From an optimization exercise on the open Yosys and OpenROAD flow, aimed at small area; shortcuts taken in it are not production practice. Where RTL was checked, it was by simulation tests only, not by an equivalence proof against the original. No activity file was given, so power comes from the tool's default toggle rates.

Setup of run A:
==> flow/design.v (excerpt) <==
module cfg_commit_ctrl
#(
    parameter int unsigned NREGS       = efi_cfg_pkg::NUM_REGS,
    parameter int unsigned TIMEOUT_CYC = 1000000
) (
    input  logic                   clk,
    input  logic                   rst_n,
    input  logic                   wr_en,
    input  logic [3:0]             wr_addr,
    input  logic [15:0]            wr_data,
    input  logic                   commit_req,
    input  logic                   abort,
    input  logic                   synced,
    input  logic                   trigger,
    input  logic [5:0]             outputs_busy,
    output logic [NREGS*16-1:0]    active_regs,
    output logic                   shadow_dirty,
    output logic                   commit_pending,
    output logic                   commit_done,
    output logic                   commit_err,
    output logic [2:0]             err_code
);
Size in the first run: about 1800 cells after synthesis, about 300 I/O pins, about 0.020 sq mm of cells after synthesis.
clock: 10.0 ns
lec_check: 0
cap_margin: 20
core_margin: 2
core_utilization: 40
cts_cluster_diameter: 70
cts_cluster_size: 30
slew_margin: 20
standard.sh (not shown) runs the stock make flow with config.mk's settings and CLKGATE_MAP_FILE= SYNTH_SCRIPT=/design/flow/synth_recipe.tcl, a recipe that flattens the netlist after the stock synthesis.
==> flow/flow/run.sh <==
#!/bin/bash
# The standard layout with these changes:
#  - each port is buffered by the smallest buffer cell (buf_1);
#  - clock tree synthesis adds no dummy loads (its arguments are otherwise the
#    standard ones, with config.mk's cluster size and diameter);
#  - after the standard synthesis, flow/fa_polarity.py picks the polarity of each
#    full adder and of the AND/NAND gates feeding them so that fewer inverters
#    are needed (same logic function, same registers).
set -euo pipefail
export BUFFER_PORTS_ARGS="-buffer_cell sky130_fd_sc_hd__buf_1"
export CTS_ARGS="-sink_clustering_enable -repair_clock_nets -sink_clustering_size 30 -sink_clustering_max_diameter 70 -dont_use_dummy_load"
R=orfs/results/${FLOW_PLATFORM}/cfg_commit_ctrl/base
bash standard.sh synth > flow_synth.log 2>&1
cp "$R/1_2_yosys.v" synth_before_polarity.v
python3 flow/fa_polarity.py synth_before_polarity.v "$R/1_2_yosys.v" > fa_polarity.log 2>&1
rm -f "$R/1_synth.odb" "$R/1_synth.sdc"
bash standard.sh > flow_standard.log 2>&1
Other scripts of this flow, unchanged in this note and not shown: flow/flow/fa_polarity.py
The inputs of run B differ from those of run A as listed below.
- a change of CORE_UTILIZATION from 40 to 60
- Run B | status: complete | timing, DRC, antenna: pass
- Run A finished every step from synthesis to the final layout, and the layout passed the timing, design-rule and antenna checks.
- Looking at share of the clock period used by the worst path after layout, run B sits 1.4 points above run A.
- [diff] global-route wire length before repair, run B relative to run A: improvement
- Against run A, run B comes in 0.015 ns higher on worst hold-check slack.
- Run B against run A: maximum frequency lower, total chip power lower, detailed route wirelength on metal2 lower, growth of design area from synthesis to finish lower.
- Run B: internal power contribution is 0.66% lower than what run A reported.
- Summary: with run A as the reference, total clock buffers created by CTS in run B moved down by a few percent.
Modified inputs, run C compared to run B
- CORE_UTILIZATION: 60 -> 40
diff --git a/flow/flow/run.sh b/flow/flow/run.sh
--- a/flow/flow/run.sh
+++ b/flow/flow/run.sh
@@ -2 +2 @@
-# The standard layout with these changes:
+# The standard layout with two changes:
@@ -4,2 +3,0 @@
-#  - clock tree synthesis adds no dummy loads (its arguments are otherwise the
-#    standard ones, with config.mk's cluster size and diameter);
@@ -11 +8,0 @@
-export CTS_ARGS="-sink_clustering_enable -repair_clock_nets -sink_clustering_size 30 -sink_clustering_max_diameter 70 -dont_use_dummy_load"
### Flow results
- For run C and run B, there was not a single run that failed to finish clean.
- First-pass GRT wire length: run C higher than run B
- Total routing usage reported by global routing: run C vs run B down 9.1 points
- Max total design power across run C and run B: run C
- Relative to run B, via count has gone down in run C.
- Summary of the comparison: reg-to-reg setup timing slack is higher in run C, relative to run B.
- Wire length | run C above run B
- | core utilization | higher: run B |
- Looking at post-DP HPWL, run C sits 3800 um above run B.
- When the final numbers for run C and run B were put side by side, the instance area at placement turned out to be smaller in run B.
Edits applied to the flow inputs when going from run C to run D:
- changing CAP_MARGIN from 20 to 0
- changing SLEW_MARGIN from 20 to 0
diff --git a/flow/flow/run.sh b/flow/flow/run.sh
--- a/flow/flow/run.sh
+++ b/flow/flow/run.sh
@@ -2 +2 @@
-# The standard layout with two changes:
+# The standard layout with these changes:
@@ -3,0 +4,2 @@
+#  - clock tree synthesis adds no dummy loads (its arguments are otherwise the
+#    standard ones, with config.mk's cluster size and diameter);
@@ -8,0 +11 @@
+export CTS_ARGS="-sink_clustering_enable -repair_clock_nets -sink_clustering_size 30 -sink_clustering_max_diameter 70 -dont_use_dummy_load"
Results
- Compared to run C, run D has last weighted congestion value of the routability-driven placer about 2% higher.
- Per the comparison of run D with run C, actual transition at the worst max-transition pin higher, number of global-route vias before repair roughly the same.
- Shortest clock period the worst path allows after layout was higher in the run labelled run D.
- Measured against each other, run D and run C differ in number of cells in the finished layout apart from fillers, the higher figure coming from run C.
- Row global-route wire length before repair: run D higher / run C lower
- The run with more routed wire is run D, not run C.
- Footprint of the multi-input gates of run D is on par with run C.
- Summary: power, run D better than run C
- When the final numbers for run D and run C were put side by side, the estimated wirelength of the detail-placed design turned out to be smaller in run C.
- Post-route standard cell area excluding fillers | run D below run C
No functional check of the RTL was part of any run of this note.

* * *

== run 1 ==
Another version of the RTL of cfg_commit_ctrl (not shown whole).
Size in the first run: about 1500 cells after synthesis, about 300 I/O pins.
==> flow/config.mk <==
export PLATFORM = sky130hd
export DESIGN_NAME = cfg_commit_ctrl
export DESIGN_NICKNAME = cfg_commit_ctrl
export VERILOG_FILES = /design/flow/design.v
export SDC_FILE = /design/flow/constraint.sdc
export NUM_CORES = 4
export LEC_CHECK = 0
export CAP_MARGIN = 20
export CORE_MARGIN = 2
export CORE_UTILIZATION = 70
export CTS_BUF_LIST = sky130_fd_sc_hd__clkbuf_4
export CTS_CLUSTER_DIAMETER = 40
export CTS_CLUSTER_SIZE = 10
export SLEW_MARGIN = 20
==> flow/constraint.sdc <==
create_clock -name core_clock -period 10.0 [get_ports {clk}]
set_input_delay 2.0000 -clock core_clock [delete_from_list [all_inputs] [get_ports {clk}]]
set_output_delay 2.0000 -clock core_clock [all_outputs]
set_load 0.01 [all_outputs]
==> flow/flow/run.sh <==
#!/bin/bash
# The standard layout with these changes:
#  - each port is buffered by the smallest buffer cell (buf_1);
#  - clock tree synthesis uses clkbuf_4 and adds no dummy loads (its other
#    arguments are the standard ones, with config.mk's cluster size and diameter);
#  - after the standard synthesis (registers and adders untouched):
#      flow/fa_polarity.py picks the polarity of each full adder and of the
#      AND/NAND gates feeding them so that fewer inverters are needed;
#      flow/remap.ys re-maps the other combinational cells with an area-oriented
#      ABC script (a 20-second &deepsyn, then area-oriented mapping), three
#      times with different seeds, keeping the smallest result;
#      flow/fa_polarity.py runs once more on the result.
#    Each step keeps the logic function and the registers.
set -euo pipefail
export BUFFER_PORTS_ARGS="-buffer_cell sky130_fd_sc_hd__buf_1"
export CTS_ARGS="-sink_clustering_enable -repair_clock_nets -sink_clustering_size 10 -sink_clustering_max_diameter 40 -dont_use_dummy_load -buf_list sky130_fd_sc_hd__clkbuf_4"
R=orfs/results/${FLOW_PLATFORM}/cfg_commit_ctrl/base
LIB=${FLOW_HOME}/platforms/${FLOW_PLATFORM}/lib/sky130_fd_sc_hd__tt_025C_1v80.lib
YOSYS=${FLOW_HOME}/../tools/install/yosys/bin/yosys
[[ -x "$YOSYS" ]] || YOSYS=yosys
bash standard.sh synth > flow_synth.log 2>&1
cp "$R/1_2_yosys.v" synth_standard.v
python3 flow/fa_polarity.py synth_standard.v remap_in.v > fa_polarity.log 2>&1
best=""
best_area=""
for seed in 1 2 3; do
  sed -e "s|-T 20|-T 20 -S $seed|" flow/remap.abc > "remap_$seed.abc"
  sed -e "s|{LIB}|$LIB|g" -e "s|{TOP}|$FLOW_TOP|g" -e "s|flow/remap.abc|remap_$seed.abc|" \
      -e "s|remap_out.v|remap_out_$seed.v|" -e "s|remap_stat.txt|remap_stat_$seed.txt|" \
      flow/remap.ys > "remap_run_$seed.ys"
  "$YOSYS" -s "remap_run_$seed.ys" > "remap_$seed.log" 2>&1
  area=$(sed -nE "s/.*Chip area for module .*: ([0-9.]+).*/\1/p" "remap_stat_$seed.txt")
  echo "seed $seed: area $area" >> remap_choice.log
  if [[ -z "$best" ]] || awk -v a="$area" -v b="$best_area" 'BEGIN { exit !(a < b) }'; then
    best=$seed
    best_area=$area
  fi
done
echo "kept seed $best" >> remap_choice.log
python3 flow/fa_polarity.py "remap_out_$best.v" "$R/1_2_yosys.v" >> fa_polarity.log 2>&1
rm -f "$R/1_synth.odb" "$R/1_synth.sdc"
bash standard.sh > flow_standard.log 2>&1
==> flow/flow/remap.abc <==
strash
&get -n
&st
&deepsyn -T 20
&dch
&nf -a
&put
topo
Other scripts of this flow, unchanged in this note and not shown: flow/flow/fa_polarity.py, flow/flow/remap.ys
Run 1 closes out successfully: all stages finished, all timing, DRC and antenna checks passed.
## Diff of input files: run 2 against run 1
# run 1
export LEC_CHECK = 0
export CAP_MARGIN = 20
export CORE_MARGIN = 2
export CORE_UTILIZATION = 70
export CTS_BUF_LIST = sky130_fd_sc_hd__clkbuf_4
export CTS_CLUSTER_DIAMETER = 40
export CTS_CLUSTER_SIZE = 10
export SLEW_MARGIN = 20
create_clock -name core_clock -period 10.0 [get_ports {clk}]
# run 2
export LEC_CHECK = 0
export CAP_MARGIN = 20
export CORE_MARGIN = 2
export CORE_UTILIZATION = 60
export CTS_BUF_LIST = sky130_fd_sc_hd__clkbuf_8
export CTS_CLUSTER_DIAMETER = 50
export CTS_CLUSTER_SIZE = 16
export SLEW_MARGIN = 20
create_clock -name core_clock -period 10.0 [get_ports {clk}]
==> flow/flow/run.sh <==
#!/bin/bash
# The standard layout with these changes:
#  - each port is buffered by the smallest buffer cell (buf_1);
#  - clock tree synthesis uses clkbuf_8 and adds no dummy loads (its other
#    arguments are the standard ones, with config.mk's cluster size and diameter);
#  - after the standard synthesis (registers and adders untouched):
#      flow/fa_polarity.py picks the polarity of each full adder and of the
#      AND/NAND gates feeding them so that fewer inverters are needed;
#      flow/remap.ys re-maps the other combinational cells with an area-oriented
#      ABC script;
#      flow/fa_polarity.py runs once more on the result.
#    Each step keeps the logic function and the registers.
set -euo pipefail
export BUFFER_PORTS_ARGS="-buffer_cell sky130_fd_sc_hd__buf_1"
export CTS_ARGS="-sink_clustering_enable -repair_clock_nets -sink_clustering_size 16 -sink_clustering_max_diameter 50 -dont_use_dummy_load -buf_list sky130_fd_sc_hd__clkbuf_8"
R=orfs/results/${FLOW_PLATFORM}/cfg_commit_ctrl/base
LIB=${FLOW_HOME}/platforms/${FLOW_PLATFORM}/lib/sky130_fd_sc_hd__tt_025C_1v80.lib
YOSYS=${FLOW_HOME}/../tools/install/yosys/bin/yosys
[[ -x "$YOSYS" ]] || YOSYS=yosys
bash standard.sh synth > flow_synth.log 2>&1
cp "$R/1_2_yosys.v" synth_standard.v
python3 flow/fa_polarity.py synth_standard.v remap_in.v > fa_polarity.log 2>&1
sed -e "s|{LIB}|$LIB|g" -e "s|{TOP}|$FLOW_TOP|g" flow/remap.ys > remap_run.ys
"$YOSYS" -s remap_run.ys > remap.log 2>&1
python3 flow/fa_polarity.py remap_out.v "$R/1_2_yosys.v" >> fa_polarity.log 2>&1
rm -f "$R/1_synth.odb" "$R/1_synth.sdc"
bash standard.sh > flow_standard.log 2>&1
==> flow/flow/remap.abc <==
strash
&get -n
&st
&dch
&nf -a
&put
topo
Results
The power share of the combinational group was comparable across run 1 and run 2.
Run 1 → run 2: area growth from synthesis to layout moved up, global-route usage saw a decrease, post-layout minimum cycle time grew by 0.51 ns.
Run 2 vs run 1: cell area up
Delta(setup slack, run 2 - run 1) < 0
The register-to-register setup slack of run 2 is lower than that of run 1.
What run 3 does differently from run 2 at the input level:
# run 2
export LEC_CHECK = 0
export CAP_MARGIN = 20
export CORE_MARGIN = 2
export CORE_UTILIZATION = 60
export CTS_BUF_LIST = sky130_fd_sc_hd__clkbuf_8
export CTS_CLUSTER_DIAMETER = 50
export CTS_CLUSTER_SIZE = 16
export SLEW_MARGIN = 20
create_clock -name core_clock -period 10.0 [get_ports {clk}]
# run 3
export LEC_CHECK = 0
export CAP_MARGIN = 20
export CORE_MARGIN = 2
export CORE_UTILIZATION = 40
export CTS_BUF_LIST = sky130_fd_sc_hd__clkbuf_8
export CTS_CLUSTER_DIAMETER = 50
export CTS_CLUSTER_SIZE = 16
export SLEW_MARGIN = 20
create_clock -name core_clock -period 10.0 [get_ports {clk}]
==> results.txt <==
- Every run (run 2 and run 3) finished clean.
- Sort run 2 and run 3 by multi-input gate share of the layout cell area asc -> top: run 3
- Going from run 2 to run 3, number of buffers other than clock buffers in the final layout went up by about 1.2%; die area went up by about 50%; relative max-transition margin went up by 4.1 points; switching share of power went up by 0.69 points.
- On cell count, the lower figure sits with run 2, not run 3.
- The startpoint of the most critical setup path comes out shadow[33] in one run and shadow[34] in the other, namely in run 3 and run 2 respectively.
Edits applied to the flow inputs when going from run 3 to run 4:
# run 3
export LEC_CHECK = 0
export CAP_MARGIN = 20
export CORE_MARGIN = 2
export CORE_UTILIZATION = 40
export CTS_BUF_LIST = sky130_fd_sc_hd__clkbuf_8
export CTS_CLUSTER_DIAMETER = 50
export CTS_CLUSTER_SIZE = 16
export SLEW_MARGIN = 20
create_clock -name core_clock -period 10.0 [get_ports {clk}]
# run 4
export LEC_CHECK = 0
export CAP_MARGIN = 20
export CORE_MARGIN = 2
export CORE_UTILIZATION = 60
export CTS_BUF_LIST = sky130_fd_sc_hd__clkbuf_8
export CTS_CLUSTER_DIAMETER = 50
export CTS_CLUSTER_SIZE = 16
export SLEW_MARGIN = 20
create_clock -name core_clock -period 10.0 [get_ports {clk}]
diff --git a/flow/flow/run.sh b/flow/flow/run.sh
--- a/flow/flow/run.sh
+++ b/flow/flow/run.sh
@@ -9,3 +9,3 @@
 #      flow/remap.ys re-maps the other combinational cells with an area-oriented
-#      ABC script;
+#      ABC script (a 20-second &deepsyn, then area-oriented mapping);
 #      flow/fa_polarity.py runs once more on the result.
==> flow/flow/remap.abc <==
strash
&get -n
&st
&deepsyn -T 20
&dch
&nf -a
&put
topo
==> comparison <==
- On achievable clock frequency: between run 3 and run 4, it ends up lower for run 3.
- Run 4 — global-route usage 7.6 points higher, run 3 as reference
- Delta (run 4 minus run 3): met1 track demand over resource in global routing shows an increase of 9.5 points; area of combinational cells with multiple inputs saw a decrease.
## Diff of input files: run 5 against run 4
# run 4
export LEC_CHECK = 0
export CAP_MARGIN = 20
export CORE_MARGIN = 2
export CORE_UTILIZATION = 60
export CTS_BUF_LIST = sky130_fd_sc_hd__clkbuf_8
export CTS_CLUSTER_DIAMETER = 50
export CTS_CLUSTER_SIZE = 16
export SLEW_MARGIN = 20
create_clock -name core_clock -period 10.0 [get_ports {clk}]
# run 5
export LEC_CHECK = 0
export CAP_MARGIN = 20
export CORE_MARGIN = 2
export CORE_UTILIZATION = 70
export CTS_BUF_LIST = sky130_fd_sc_hd__clkbuf_8
export CTS_CLUSTER_DIAMETER = 50
export CTS_CLUSTER_SIZE = 16
export SLEW_MARGIN = 20
create_clock -name core_clock -period 10.0 [get_ports {clk}]
diff --git a/flow/flow/run.sh b/flow/flow/run.sh
--- a/flow/flow/run.sh
+++ b/flow/flow/run.sh
@@ -9,3 +9,4 @@
 #      flow/remap.ys re-maps the other combinational cells with an area-oriented
-#      ABC script (a 20-second &deepsyn, then area-oriented mapping);
+#      ABC script (a 20-second &deepsyn, then area-oriented mapping), three
+#      times with different seeds, keeping the smallest result;
 #      flow/fa_polarity.py runs once more on the result.
@@ -22,5 +23,19 @@
 python3 flow/fa_polarity.py synth_standard.v remap_in.v > fa_polarity.log 2>&1
-sed -e "s|{LIB}|$LIB|g" -e "s|{TOP}|$FLOW_TOP|g" flow/remap.ys > remap_run.ys
-"$YOSYS" -s remap_run.ys > remap.log 2>&1
-python3 flow/fa_polarity.py remap_out.v "$R/1_2_yosys.v" >> fa_polarity.log 2>&1
+best=""
+best_area=""
+for seed in 1 2 3; do
+  sed -e "s|-T 20|-T 20 -S $seed|" flow/remap.abc > "remap_$seed.abc"
+  sed -e "s|{LIB}|$LIB|g" -e "s|{TOP}|$FLOW_TOP|g" -e "s|flow/remap.abc|remap_$seed.abc|" \
+      -e "s|remap_out.v|remap_out_$seed.v|" -e "s|remap_stat.txt|remap_stat_$seed.txt|" \
+      flow/remap.ys > "remap_run_$seed.ys"
+  "$YOSYS" -s "remap_run_$seed.ys" > "remap_$seed.log" 2>&1
+  area=$(sed -nE "s/.*Chip area for module .*: ([0-9.]+).*/\1/p" "remap_stat_$seed.txt")
+  echo "seed $seed: area $area" >> remap_choice.log
+  if [[ -z "$best" ]] || awk -v a="$area" -v b="$best_area" 'BEGIN { exit !(a < b) }'; then
+    best=$seed
+    best_area=$area
+  fi
+done
+echo "kept seed $best" >> remap_choice.log
+python3 flow/fa_polarity.py "remap_out_$best.v" "$R/1_2_yosys.v" >> fa_polarity.log 2>&1
 rm -f "$R/1_synth.odb" "$R/1_synth.sdc"
Results
Run 5 finished every step from synthesis to the final layout, and the layout passed the timing, design-rule and antenna checks. As far as total power is concerned, run 5 and run 4 perform about the same. The design area reported for run 5 is smaller than that of run 4 by about 0.5%. Fmax on run 5 is down relative to run 4. Run 5: number of nets at the end of the flow 10 below run 4. Synthesized cell count of run 4 is on par with run 5. Global-route usage ends up higher on run 5. Between run 4 and run 5, the flow reports area of the placeable core decreasing by more than 10%. Taking run 4 as the reference point, the non-clock buffer count of run 5 falls by 1.8%.

-- static timing again, ports no longer ideal --
How much do the figures lean on ideal ports? The routed layouts below were timed once more, with nothing changed but the port constraints.
Step 1: set_driving_cell puts a clkbuf_16 on clk and a buf_2 on each other input, an assumption about the parent block.
Step 2 also shifts input and output timing later by t, the mid clock arrival at the registers, as if the neighbouring blocks saw the same clock.
Three values: ideal, step 1, step 2; two values: the first two.
run | t, ns | setup slack, ns | worst hold slack (ns) | worst setup path after step 2
run A | 0.648 | 0.660 / 0.660 / 0.660 | 0.397 / 0.397 / 0.397 | register to register
run B | 0.633 | 0.524 / 0.524 / 0.524 | 0.412 / 0.412 / 0.412 | register to register
run C | 0.684 | 0.683 / 0.683 / 0.683 | 0.407 / 0.407 / 0.407 | register to register
run D | 0.657 | 0.649 / 0.649 / 0.649 | 0.384 / 0.384 / 0.384 | register to register
run 1 | 0.747 | 3.772 / 3.772 / 3.772 | 0.386 / 0.386 / 0.386 | register to register
run 2 | 0.609 | 3.265 / 3.265 / 3.265 | 0.404 / 0.404 / 0.404 | register to register
run 3 | 0.684 | 3.325 / 3.325 / 3.325 | 0.368 / 0.368 / 0.368 | register to register
run 4 | 0.603 | 3.897 / 3.897 / 3.897 | 0.416 / 0.416 / 0.416 | register to register
run 5 | 0.606 | 3.723 / 3.723 / 3.723 | 0.410 / 0.410 / 0.410 | register to register
After both steps every run listed still meets setup and hold.
